Source: an optimization exercise on an open RTL-to-GDS flow (aim: small area, a short achievable clock period and few clock cycles per item). Production flows keep margins and buffers that such runs may drop.
In this exercise RTL edits were held to simulation tests only and were not proved equivalent to the original.
Power and IR drop assume default switching activity.

==> flow/design.v, too long to show whole: its modules and the start of the top module <==
// module conv3x3_stream_engine: 2150 lines
// module csa_fa: 10 lines
// module pg_cell: 11 lines
// module g_cell: 8 lines
module conv3x3_stream_engine #(
    parameter int BIT_DEPTH = 8,
    parameter int IMG_W     = 28,
    parameter int IMG_H     = 28,
    parameter int ACC_W     = 20,
    parameter int ADDR_W    = 10
) (
    input  logic                 clk,
    input  logic                 rst,
    input  logic                 kernel_wr_en,
    input  logic [3:0]           kernel_wr_addr,
    input  logic [BIT_DEPTH-1:0] kernel_wr_data,
    input  logic                 start,
    input  logic [1:0]           stride,
    input  logic                 relu_en,
    input  logic [4:0]           shift_amt,
    input  logic                 pix_valid,
    input  logic [BIT_DEPTH-1:0] pix_data,
    output logic                 pix_ready,
    output logic                 out_valid,
    output logic [BIT_DEPTH-1:0] out_data,
    output logic [ADDR_W-1:0]    out_addr,
    input  logic                 out_ready,
    output logic                 busy,
    output logic                 done
);
  // ...
==> flow/flow/run.sh <==
#!/bin/bash
# Own layout flow: the standard synthesis and layout, with two changes to
# how the layout is made:
#  - ports are buffered with sky130_fd_sc_hd__buf_2 instead of the default
#    buffer the flow picks (a slow clock-delay cell);
#  - delay cells (clkdlybuf*, dlygate*, dlymetal*) are not used by the
#    resizer's slew/capacitance repair on signal nets.
# Each run of standard.sh writes its full output to a log file here.
set -euo pipefail
bash standard.sh synth > synth.log 2>&1
export BUFFER_PORTS_ARGS="-buffer_cell sky130_fd_sc_hd__buf_2"
export DONT_USE_CELLS="sky130_fd_sc_hd__clkdlybuf4s15_1 sky130_fd_sc_hd__clkdlybuf4s15_2 sky130_fd_sc_hd__clkdlybuf4s18_1 sky130_fd_sc_hd__clkdlybuf4s18_2 sky130_fd_sc_hd__clkdlybuf4s25_1 sky130_fd_sc_hd__clkdlybuf4s25_2 sky130_fd_sc_hd__clkdlybuf4s50_1 sky130_fd_sc_hd__clkdlybuf4s50_2 sky130_fd_sc_hd__dlygate4sd1_1 sky130_fd_sc_hd__dlygate4sd2_1 sky130_fd_sc_hd__dlygate4sd3_1 sky130_fd_sc_hd__dlymetal6s2s_1 sky130_fd_sc_hd__dlymetal6s4s_1 sky130_fd_sc_hd__dlymetal6s6s_1"
bash standard.sh > layout.log 2>&1
==> flow/standard.sh <==
#!/bin/bash
# synth_recipe.tcl (not shown) runs the flow's synth.tcl, then flattens the netlist and writes it again
# the make line also repeats each setting of config.mk as NAME=value (left out here)
make -C /OpenROAD-flow-scripts/flow DESIGN_CONFIG=/design/flow/config.mk WORK_HOME=/design/flow/orfs CLKGATE_MAP_FILE= SYNTH_SCRIPT=/design/flow/synth_recipe.tcl "${@:-finish}"
==> flow/config.mk <==
export PLATFORM = sky130hd
export DESIGN_NAME = conv3x3_stream_engine
export DESIGN_NICKNAME = conv3x3_stream_engine
export VERILOG_FILES = /design/flow/design.v
export SDC_FILE = /design/flow/constraint.sdc
export NUM_CORES = 4
export LEC_CHECK = 0
export CAP_MARGIN = 50
export CORE_MARGIN = 2
export CORE_UTILIZATION = 40
export CTS_BUF_LIST = sky130_fd_sc_hd__clkbuf_8
export CTS_CLUSTER_DIAMETER = 60
export CTS_CLUSTER_SIZE = 20
export SLEW_MARGIN = 70
export SYNTH_HIERARCHICAL = 1
==> flow/constraint.sdc <==
create_clock -name core_clock -period 13.0 [get_ports {clk}]
set_input_delay 2.6000 -clock core_clock [delete_from_list [all_inputs] [get_ports {clk}]]
set_output_delay 2.6000 -clock core_clock [all_outputs]
set_load 0.01 [all_outputs]
==> results by group, run 1 <==
Routing
  – Post-DR wirelength/cell: 24.5 microns
  – Starting DRC count in detailed routing: 1,889

STA
  – Maximum clock rate: 249 MHz
  – # setup viols final: 0
  – Period utilisation layout: 30.9%
  – Minimum clock period: 4020 ps
  – Final Max Slew Viols: 0
  – Final-report hold violation count: 0

Hold path
  – Hold Path Depth: 1

Worst setup path
  – Critical path buffer and inverter count: 1
  – CP cell instances: buf_2
  – CP peak stage delay: 480 ps
  – CP top delay family: flip-flops
  – Crit-path max FO: 5
  – Critical Path Source Type: register
  – R2R cell count: 11

Pwr
  – Comb pwr share: 62.3%
  – Post-layout power: 11,900 uW
  – Combinational power: 7440 uW
  – Sequential share of power: 25.9%
  – Top pwr grp: combinational logic

Finish
  – Finished Core Util: 44.6%
  – Fin area: 0.0433 sq mm
  – Share of cells above drive strength 1: 14.9%
  – Commonest non-fill, non-tap cell in the layout: edfxtp_1
  – Diode count: 2

Global route
  – GR Util met3: 4.51%
  – First-pass GRT wire length: 152,000 microns
  – Most used routing layer: met2
  – GRT Util Overall: 20.5%
  – Vias in the first global route: 23,900

Clocking
  – CTS max path bufs: 3
  – Clock Latency Late Sink: 770 ps
  – Post-CTS Setup Bufs: 0

Placed design
  – PortBufs: 55

Synthesis
  – Mean Syn Cell Area: 14.7 sq um
  – YS warnings: 8

Run
  – Max-Cap Viols: 0

Outcome
  – Status: finished clean

Die
  – Vert. Die Dim: 317 microns
Testbench counts, summed over its fixed seeds: cycles 25,476, items 14,027.
==> run 2: changes to the inputs <==
--- a/flow/config.mk
+++ b/flow/config.mk
@@ -10,6 +10,6 @@
 export CORE_UTILIZATION = 40
 export CTS_BUF_LIST = sky130_fd_sc_hd__clkbuf_8
-export CTS_CLUSTER_DIAMETER = 60
-export CTS_CLUSTER_SIZE = 20
+export CTS_CLUSTER_DIAMETER = 50
+export CTS_CLUSTER_SIZE = 14
 export SLEW_MARGIN = 70
 export SYNTH_HIERARCHICAL = 1
==> run 2 against run 1 <==
Critical endpoint unchanged. Register-to-register slack better by 30 ps. Combinational power about the same. First-iteration DRC count up 13%. Critical path type unchanged. Largest power group unchanged. Sequential power hardly changed. Die area unchanged. Highest routed layer unchanged.
==> results by group, run 2 <==
Finish
  – Largest regs: lbc: 464 flops, rp: 85 flops, kr: 72 flops (unchanged)
  – Fillers: 8,595 (was 8,619)
  – Commonest non-fill, non-tap cell in the layout: edfxtp_1 (unchanged)
  – Layout net count: 3,433 (was 3,414)
  – Sequential Area: 0.0208 sq mm (unchanged)
  – Max FFs per register: 464 (unchanged)
  – Share of cells above drive strength 1: 15.5% (was 14.9%)
  – Biggest register: lbc (unchanged)
  – Footprint of the multi-input gates: 0.0177 sq mm (unchanged)
  – Most frequent cells in the layout: edfxtp_1 (583), nand2_1 (550), fa_1 (540) (unchanged)
  – Syn-to-layout area delta: 11.1% (was 10.2%)
  – Diode count: 0 (was 2)

Global route
  – Vias in the first global route: 24,000 (was 23,900)
  – Initial antenna violation count: 4 (was 5)
  – Pin count of the biggest net entering global routing: 60 (unchanged)
  – GRT overflow: 0 (unchanged)
  – GRT Util Overall: 20.6% (was 20.5%)
  – First-pass GRT wire length: 152,000 microns (about the same)

Worst setup path
  – Critical Path Source Type: register (unchanged)
  – CP arrival: 1370 ps (was 1420 ps)
  – CP cell instances: buf_2 (unchanged)
  – CP peak stage delay: 470 ps (was 480 ps)
  – Kind of critical path: register to primary output (unchanged)
  – Critical path buffer and inverter count: 1 (unchanged)
  – CP top delay family: flip-flops (unchanged)
  – Crit-path max FO: 5 (unchanged)
  – Max stage delay cell, worst path: dfxtp_1 (unchanged)
  – CP required: 10,400 ps (about the same)
  – CP endpoint kind: primary output (unchanged)

Synthesis
  – Post-Synthesis Cells: 2,668 (unchanged)
  – YS warnings: 8 (unchanged)
  – Mean Syn Cell Area: 14.7 sq um (unchanged)
  – Synthesized area: 0.0392 sq mm (unchanged)

Routing
  – Post-DRT Antenna Nets: 0 (unchanged)
  – Vias per cell: 5.28 (was 5.29)
  – Initial DRT Pass Iterations: 6 (was 7)
  – Post-route DRC: 0 (unchanged)
  – Vias: 22,000 (was 21,800)
  – Post-DR wirelength/cell: 24.4 microns (was 24.5 microns)
  – Starting DRC count in detailed routing: 2,140 (was 1,889)
  – Drt total wl: 102,000 microns (was 101,000 microns)

Clocking
  – Post-CTS Setup Bufs: 0 (unchanged)
  – Clk slew on worst S/H paths: 90 ps (was 120 ps)
  – H-tree depth: 3 (was 2)
  – CTS max path bufs: 3 (unchanged)
  – Clock Latency Late Sink: 730 ps (was 770 ps)
  – CTS tree: built (unchanged)
  – Hold buffer count at cts: 0 (unchanged)
  – Clock sinks: 748 (unchanged)
  – Cts repair resizes: 0 (unchanged)
  – Number of buffers created by CTS: 79 (was 59)
  – Root Buffer: clkbuf_8 (unchanged)

Placed design
  – DP HPWL: 80,300 microns (unchanged)
  – RePlAce Congestion: 0.945 (unchanged)
  – PortBufs: 55 (unchanged)

Die
  – Die W: 317 microns (unchanged)
  – Rows: 114 (unchanged)
  – Core ar.: 0.0970 sq mm (unchanged)
  – Starting density of the core: 40.5% (unchanged)
  – Vert. Die Dim: 317 microns (unchanged)
  – Ports: 56 (unchanged)
  – Die area: 0.101 sq mm (unchanged)

Pwr
  – Cell Pwr Density: 279 mW/mm^2 (was 276 mW/mm^2)
  – Sw Ratio: 42.0% (was 42.7%)
  – VDD IR max: 0.610 mV (was 0.618 mV)
  – Leak: 0.0152 uW (was 0.0150 uW)
  – Power share of the clock group: 13.4% (was 11.8%)
  – Pint: 7050 uW (was 6840 uW)
  – Sequential share of power: 25.4% (was 25.9%)
  – Comb pwr share: 61.2% (was 62.3%)
  – Switching pwr: 5100 uW (was 5090 uW)

Outcome
  – Status: finished clean (unchanged)

STA
  – Maximum clock rate: 252 MHz (was 249 MHz)
  – Final-report hold violation count: 0 (unchanged)
  – Period utilisation layout: 30.5% (was 30.9%)
  – Clk_skew: 40.3 ps (was 62.7 ps)
  – # setup viols final: 0 (unchanged)
  – Minimum clock period: 3970 ps (was 4020 ps)
  – Setup TNS: 0 ps (unchanged)
  – Hold Slack: 366 ps (was 370 ps)
  – Final Max Slew Viols: 0 (unchanged)
  – RSZ-0062 raised after global routing: no (unchanged)

Run
  – Max-Cap Viols: 0 (unchanged)

Hold path
  – Hold Path Class: register to register (unchanged)
## run 2: metrics by stage
stage	utilization, %	setup slack, ps	cells	total power (uW)	instance area (sq um)
2_1_floorplan	-	1670	2672	8100	39300
3_3_place_gp	41.9	8360	3858	10500	40600
3_5_place_dp	42.9	8540	3987	10600	41600
4_1_cts	44.7	8960	4133	12200	43400
5_1_grt	45.0	8940	4160	13100	43600
6_report	45.0	9030	4160	12200	43600
## run 2: final timing paths
check                    start               to  slack [ps]  depth (start not counted)
min reg2reg      rp[0]$_DFF_P_   sum[0]$_DFF_P_         370                          1
max reg2reg     rp[67]$_DFF_P_  sum[17]$_DFF_P_        9070                         11
max          busy_r$_SDFF_PN0_             busy        9030                          1
min              rp[0]$_DFF_P_   sum[0]$_DFF_P_         370                          1
## run 2: cell type report
class / instances / share of cell area [%]
clock buffer: 82 / 2.59
sequential: 748 / 47.8
tap: 1276 / 3.66
clock inverter: 64 / 1.36
inverter: 60 / 0.519
timing repair buffer: 225 / 3.41
multi-input combinational: 1705 / 40.7
## run 2: power by group through the flow
stage | sequential (uW) | clock, uW | combinational (uW)
floorplan | 3110 | 0 | 4990
global placement | 3160 | 0 | 7360
detailed placement | 3150 | 0 | 7400
CTS | 3100 | 1680 | 7460
global route | 3120 | 1770 | 8190
finish | 3090 | 1620 | 7440
## run 2: routing by layer
metal | vias up | wire length (microns) | global-route usage (%)
met1 | 11500 | 40100 | 27.1
met5 | - | 22 | 0
met4 | 4 | 5450 | 9.66
met3 | 289 | 8150 | 4.81
li1 | 9187 | - | -
met2 | 1052 | 47900 | 32.6
==> run 3: changes to the inputs <==
--- a/flow/config.mk
+++ b/flow/config.mk
@@ -9,7 +9,7 @@
 export CORE_MARGIN = 2
 export CORE_UTILIZATION = 40
-export CTS_BUF_LIST = sky130_fd_sc_hd__clkbuf_8
-export CTS_CLUSTER_DIAMETER = 50
-export CTS_CLUSTER_SIZE = 14
+export CTS_BUF_LIST = sky130_fd_sc_hd__clkbuf_4 sky130_fd_sc_hd__clkbuf_8 sky130_fd_sc_hd__clkbuf_16
+export CTS_CLUSTER_DIAMETER = 60
+export CTS_CLUSTER_SIZE = 16
 export SLEW_MARGIN = 70
 export SYNTH_HIERARCHICAL = 1
==> run 3 against run 2 <==
Wire length increased by 0.13%. Combinational power about the same. Clock skew increased by 14 ps. Register-to-register slack better by 40 ps. Cell count down 0.60%. Critical endpoint is now sum[17]$_DFF_P_. Largest power group unchanged. Critical path type is now register to register.
==> results by group, run 3 <==
Clocking
  – Cts repair resizes: 0 (unchanged)
  – Root Buffer: clkbuf_16 (was clkbuf_8)
  – Hold buffer count at cts: 0 (unchanged)
  – Post-CTS Setup Bufs: 0 (unchanged)
  – H-tree depth: 3 (unchanged)
  – Clock sinks: 748 (unchanged)
  – Number of buffers created by CTS: 67 (was 79)
  – CTS tree: built (unchanged)
  – Clk slew on worst S/H paths: 70 ps (was 90 ps)
  – Clock Latency Late Sink: 650 ps (was 730 ps)
  – CTS max path bufs: 3 (unchanged)

Run
  – Max-Cap Viols: 0 (unchanged)

Outcome
  – Status: finished clean (unchanged)

Worst setup path
  – CP cell instances: fa_1 -> fa_1 -> fa_1 -> fa_1 -> ha_1 -> a21o_1 -> a21o_1 -> a21o_1 -> a21o_1 -> a21o_1 -> xnor2_1 (was buf_2)
  – Kind of critical path: register to register (was register to primary output)
  – Most frequent CP cell: a21o_1
  – Critical path origin: rp[52]$_DFF_P_ (was busy_r$_SDFF_PN0_)
  – Critical Path Source Type: register (unchanged)
  – CP top delay family: adder cells (was flip-flops)
  – Reg-to-Reg End: sum[17]$_DFF_P_ (unchanged)
  – Worst path depth: 11 (was 1)
  – CP peak stage delay: 560 ps (was 470 ps)
  – CP required: 13,520 ps (was 10,400 ps)
  – FF-to-FF setup slack: 9110 ps (was 9070 ps)
  – R2R cell count: 11 (unchanged)
  – CP arrival: 4410 ps (was 1370 ps)
  – CP endpoint kind: register (was primary output)
  – Max stage delay cell, worst path: fa_1 (was dfxtp_1)
  – Reg-to-Reg Start: rp[52]$_DFF_P_ (was rp[67]$_DFF_P_)
  – Crit-path max FO: 4 (was 5)
  – Critical path buffer and inverter count: 0 (was 1)

Routing
  – Post-DRT Antenna Nets: 0 (unchanged)
  – Vias: 21,900 (was 22,000)
  – Post-route DRC: 0 (unchanged)
  – Starting DRC count in detailed routing: 2,187 (was 2,140)
  – Initial DRT Pass Iterations: 5 (was 6)
  – Vias per cell: 5.30 (was 5.28)
  – Post-DR wirelength/cell: 24.6 microns (was 24.4 microns)
  – Drt total wl: 102,000 microns (about the same)

STA
  – # setup viols final: 0 (unchanged)
  – Final Max Slew Viols: 0 (unchanged)
  – Maximum clock rate: 257 MHz (was 252 MHz)
  – Minimum clock period: 3890 ps (was 3970 ps)
  – Period utilisation layout: 29.9% (was 30.5%)
  – Clk_skew: 54.3 ps (was 40.3 ps)
  – RSZ-0062 raised after global routing: no (unchanged)
  – Setup TNS: 0 ps (unchanged)
  – Hold Slack: 363 ps (was 366 ps)
  – Final-report hold violation count: 0 (unchanged)

Synthesis
  – Mean Syn Cell Area: 14.7 sq um (unchanged)
  – Synthesized area: 0.0392 sq mm (unchanged)
  – Post-Synthesis Cells: 2,668 (unchanged)
  – YS warnings: 8 (unchanged)

Die
  – Rows: 114 (unchanged)
  – Starting density of the core: 40.5% (unchanged)
  – Core ar.: 0.0970 sq mm (unchanged)
  – Vert. Die Dim: 317 microns (unchanged)
  – Die W: 317 microns (unchanged)
  – Ports: 56 (unchanged)
  – Die area: 0.101 sq mm (unchanged)

Finish
  – Layout net count: 3,419 (was 3,433)
  – Commonest non-fill, non-tap cell in the layout: edfxtp_1 (unchanged)
  – Max FFs per register: 464 (unchanged)
  – Non-Filler Instances: 4,135 (was 4,160)
  – Syn-to-layout area delta: 12.9% (was 11.1%)
  – Largest regs: lbc: 464 flops, rp: 85 flops, kr: 72 flops (unchanged)
  – Biggest register: lbc (unchanged)
  – Most frequent cells in the layout: edfxtp_1 (583), nand2_1 (550), fa_1 (541) (was edfxtp_1 (583), nand2_1 (550), fa_1 (540))
  – Share of cells above drive strength 1: 15.6% (was 15.5%)
  – Fillers: 8,515 (was 8,595)

Global route
  – First-pass GRT wire length: 153,000 microns (was 152,000 microns)
  – GRT overflow: 0 (unchanged)
  – GRT Util Overall: 20.7% (was 20.6%)
  – Pin count of the biggest net entering global routing: 60 (unchanged)
  – Vias in the first global route: 24,000 (about the same)
  – Initial antenna violation count: 3 (was 4)

Pwr
  – Leak: 0.0154 uW (was 0.0152 uW)
  – Cell Pwr Density: 285 mW/mm^2 (was 279 mW/mm^2)
  – VDD IR max: 0.609 mV (was 0.610 mV)

Placed design
  – DP HPWL: 80,300 microns (unchanged)
  – PortBufs: 55 (unchanged)
  – RePlAce Congestion: 0.945 (unchanged)
  – Dpl cells: 3,987 (unchanged)

Hold path
  – Min-delay src: rp[0]$_DFF_P_ (unchanged)
  – Hold Path Depth: 1 (unchanged)
  – Hold Path Class: register to register (unchanged)
  – Hold endpoint: sum[0]$_DFF_P_ (unchanged)
==> run 3: report_power, final <==
group | switching (uW) | internal [uW]
Clock | 958 | 1150
Sequential | 168 | 2930
Combinational | 4050 | 3390
Total | 5170 | 7470
==> run 3: routing by layer <==
metal  vias to the layer above  global-route usage [%]  share of wire, %
met5                         -                       0             0.011
met4                         2                    10.2               5.5
met1                     11500                    27.3                40
li1                       9169                       -                 -
met3                       267                    4.52               7.6
met2                      1004                    32.7                47
==> run 3: worst max path at each step <==
stage                                         to  slack [ps]
after CTS                                   busy        9080
final                            sum[17]$_DFF_P_        9110
after floorplan                 lbc[0]$_DFFE_PP_        1670
after detailed placement  pix_ready_r$_SDFF_PN0_        8540
after global placement         q[2][0]$_DFFE_PP_        8360
after global routing             sum[17]$_DFF_P_        9000
==> run 3: final cells by class <==
type | instances | area (sq um) | share of cell area (%)
Clock buffer | 93 | 1920 | 4.33
Tap cell | 1276 | 1600 | 3.60
Sequential cell | 748 | 20800 | 47.0
Antenna cell | 1 | 2.50 | 0.00565
Multi-Input combinational cell | 1705 | 17700 | 40.0
Timing Repair Buffer | 223 | 1480 | 3.34
Inverter | 60 | 226 | 0.511
Clock inverter | 29 | 502 | 1.13
==> run 3: through the flow <==
stage | worst slack, ps | cell area, sq um | power [uW] | util (%)
2_1_floorplan | 1670 | 39300 | 8100 | -
3_3_place_gp | 8360 | 40600 | 10500 | 41.9
3_5_place_dp | 8540 | 41600 | 10600 | 42.9
4_1_cts | 9080 | 44000 | 12700 | 45.4
5_1_grt | 9000 | 44300 | 13600 | 45.7
6_report | 9110 | 44300 | 12600 | 45.7
==> run 4: changes to the inputs <==
--- a/flow/config.mk
+++ b/flow/config.mk
@@ -9,7 +9,4 @@
 export CORE_MARGIN = 2
 export CORE_UTILIZATION = 40
-export CTS_BUF_LIST = sky130_fd_sc_hd__clkbuf_4 sky130_fd_sc_hd__clkbuf_8 sky130_fd_sc_hd__clkbuf_16
-export CTS_CLUSTER_DIAMETER = 60
-export CTS_CLUSTER_SIZE = 16
 export SLEW_MARGIN = 70
 export SYNTH_HIERARCHICAL = 1
==> run 4 against run 3 <==
Non-clock buffer count rose by 1. Maximum frequency fell by 0.49%. Setup slack got worse by 19 ps. Worst hold slack got worse by 9.8 ps. Utilization rose by 0.31 points. Highest routed layer unchanged.
==> results by group, run 4 <==
Worst setup path
  – Crit-path max FO: 4 (unchanged)
  – Critical Path Source Type: register (unchanged)
  – CP required: 13,510 ps (was 13,520 ps)
  – CP endpoint kind: register (unchanged)
  – Kind of critical path: register to register (unchanged)
  – CP arrival: 4420 ps (was 4410 ps)

Synthesis
  – Mean Syn Cell Area: 14.7 sq um (unchanged)
  – Post-Synthesis Cells: 2,668 (unchanged)
  – YS warnings: 8 (unchanged)
  – Synthesized area: 0.0392 sq mm (unchanged)

Finish
  – Share of cells above drive strength 1: 15.7% (was 15.6%)
  – Fin area: 0.0446 sq mm (was 0.0443 sq mm)
  – Fillers: 8,487 (was 8,515)
  – Syn-to-layout area delta: 13.6% (was 12.9%)
  – Commonest non-fill, non-tap cell in the layout: edfxtp_1 (unchanged)
  – Most frequent cells in the layout: edfxtp_1 (583), nand2_1 (550), fa_1 (540) (was edfxtp_1 (583), nand2_1 (550), fa_1 (541))
  – Largest regs: lbc: 464 flops, rp: 85 flops, kr: 72 flops (unchanged)
  – Diode count: 0 (was 1)
  – Footprint of the multi-input gates: 0.0177 sq mm (about the same)
  – Finished Core Util: 46.0% (was 45.7%)
  – Biggest register: lbc (unchanged)
  – Sequential Area: 0.0208 sq mm (unchanged)
  – Layout net count: 3,431 (was 3,419)
  – Max FFs per register: 464 (unchanged)

Clocking
  – Number of buffers created by CTS: 78 (was 67)
  – Root Buffer: clkbuf_16 (unchanged)
  – Clk slew on worst S/H paths: 60 ps (was 70 ps)
  – CTS tree: built (unchanged)
  – H-tree depth: 3 (unchanged)
  – Clock Latency Late Sink: 660 ps (was 650 ps)
  – Hold buffer count at cts: 0 (unchanged)
  – Post-CTS Setup Bufs: 0 (unchanged)
  – Clock sinks: 748 (unchanged)
  – CTS max path bufs: 3 (unchanged)
  – Cts repair resizes: 0 (unchanged)

Routing
  – Vias: 21,900 (about the same)
  – Vias per cell: 5.27 (was 5.30)
  – Drt total wl: 102,000 microns (about the same)
  – Starting DRC count in detailed routing: 2,175 (was 2,187)
  – Initial DRT Pass Iterations: 7 (was 5)
  – Post-DR wirelength/cell: 24.5 microns (was 24.6 microns)
  – Post-route DRC: 0 (unchanged)
  – Post-DRT Antenna Nets: 0 (unchanged)

STA
  – RSZ-0062 raised after global routing: no (unchanged)
  – Minimum clock period: 3910 ps (was 3890 ps)
  – Final Max Slew Viols: 0 (unchanged)
  – Period utilisation layout: 30.1% (was 29.9%)
  – Final-report hold violation count: 0 (unchanged)
  – Maximum clock rate: 256 MHz (was 257 MHz)
  – # setup viols final: 0 (unchanged)
  – Clk_skew: 43.5 ps (was 54.3 ps)
  – Hold Slack: 353 ps (was 363 ps)
  – Setup TNS: 0 ps (unchanged)

Placed design
  – PortBufs: 55 (unchanged)
  – RePlAce Congestion: 0.945 (unchanged)
  – Placed Area: 0.0416 sq mm (unchanged)
  – DP HPWL: 80,300 microns (unchanged)

Die
  – Core ar.: 0.0970 sq mm (unchanged)
  – Ports: 56 (unchanged)
  – Die area: 0.101 sq mm (unchanged)
  – Vert. Die Dim: 317 microns (unchanged)
  – Rows: 114 (unchanged)
  – Die W: 317 microns (unchanged)
  – Starting density of the core: 40.5% (unchanged)

Global route
  – First-pass GRT wire length: 153,000 microns (about the same)
  – Pin count of the biggest net entering global routing: 60 (unchanged)
  – Initial antenna violation count: 3 (unchanged)
  – GRT overflow: 0 (unchanged)
  – Vias in the first global route: 24,200 (was 24,000)
  – GRT Util Overall: 20.8% (was 20.7%)

Run
  – Max-Cap Viols: 0 (unchanged)

Outcome
  – Status: finished clean (unchanged)

Pwr
  – VDD IR max: 0.608 mV (was 0.609 mV)
  – Leak: 0.0156 uW (was 0.0154 uW)
  – Cell Pwr Density: 287 mW/mm^2 (was 285 mW/mm^2)

Hold path
  – Hold Path Class: register to register (unchanged)
-- run 4: layer usage --
layer	wire (microns)	global-route usage [%]	up-vias	part of all wire, %
met5	10	0	-	0.0098
met2	47800	32.6	999	47
met3	7810	4.56	278	7.7
met4	5960	11.2	2	5.9
li1	-	-	9208	-
met1	40200	27.2	11400	39
-- run 4: metrics by stage --
stage	total power [uW]	cells	setup WS (ps)
after CTS	12900	4133	9070
after global placement	10500	3858	8360
after global routing	13700	4159	8970
final	12800	4159	9090
after floorplan	8100	2672	1670
after detailed placement	10600	3987	8540
-- run 4: path summary, 6_finish.rpt --
| kind | start | to | slack (ps) | depth (start not counted) |
|---|---|---|---|---|
| worst max-delay path | rp[67]$_DFF_P_ | sum[17]$_DFF_P_ | 9090 | 11 |
| worst min-delay path | rp[0]$_DFF_P_ | sum[0]$_DFF_P_ | 350 | 1 |
| worst max register to register | rp[67]$_DFF_P_ | sum[17]$_DFF_P_ | 9090 | 11 |
| worst min register to register | rp[0]$_DFF_P_ | sum[0]$_DFF_P_ | 350 | 1 |
-- run 4: cell type report --
cell class,instances,area share [%]
clock inverters,36,0.988
clock buffers,110,5.08
multi-input cells,1705,39.8
inverters,60,0.508
flip-flops and latches,748,46.7
repair buffers,224,3.33
well taps,1276,3.58
-- run 4: where the power goes --
part           switching (uW)  internal [uW]
clock network             960           1320
logic                    4040           3390
registers                 168           2930
-- run 4: worst max-delay path: stages, from the launching register on --
cell and delay, ps:
dfxtp_1 310, fa_1 500, fa_1 410, fa_1 470, fa_1 720, ha_1 380
and2_1 220, and2_1 150, and2_1 160, and2_1 150, a21o_1 180, xnor2_1 120

-- what the ideal ports hide --
Ports are ideal in the flow. The routed layouts listed here were re-timed in OpenROAD. Step 1, drivers: a clkbuf_16 drives clk and a buf_2 each remaining input, both assumed. Step 2 adds t to the input delays and takes it off the output delays; t is the mean of the earliest and latest rising clock arrival at the registers after step 1. Input paths then give back, and output paths get back, about the clock's delay inside the block. a / b / c = ideal / step 1 / step 2; a / b = the first two.
run | t, ns | slack for setup (ns) | latest minus earliest clock arrival (ns) | worst slew at a driven data input, ns
run 1 | 0.795 | 8.980 / 8.919 / 8.541 | 0.068 / 0.068 | 0.04
run 2 | 0.771 | 9.030 / 8.969 / 8.526 | 0.040 / 0.040 | 0.04
run 3 | 0.695 | 9.110 / 9.046 / 8.537 | 0.055 / 0.054 | 0.04
run 4 | 0.707 | 9.091 / 9.048 / 8.531 | 0.043 / 0.043 | 0.04
After both steps every run listed still meets setup and hold. The setup slack of run 3, which loses most, moves by -0.064 ns with the drivers and by -0.573 ns with both steps.
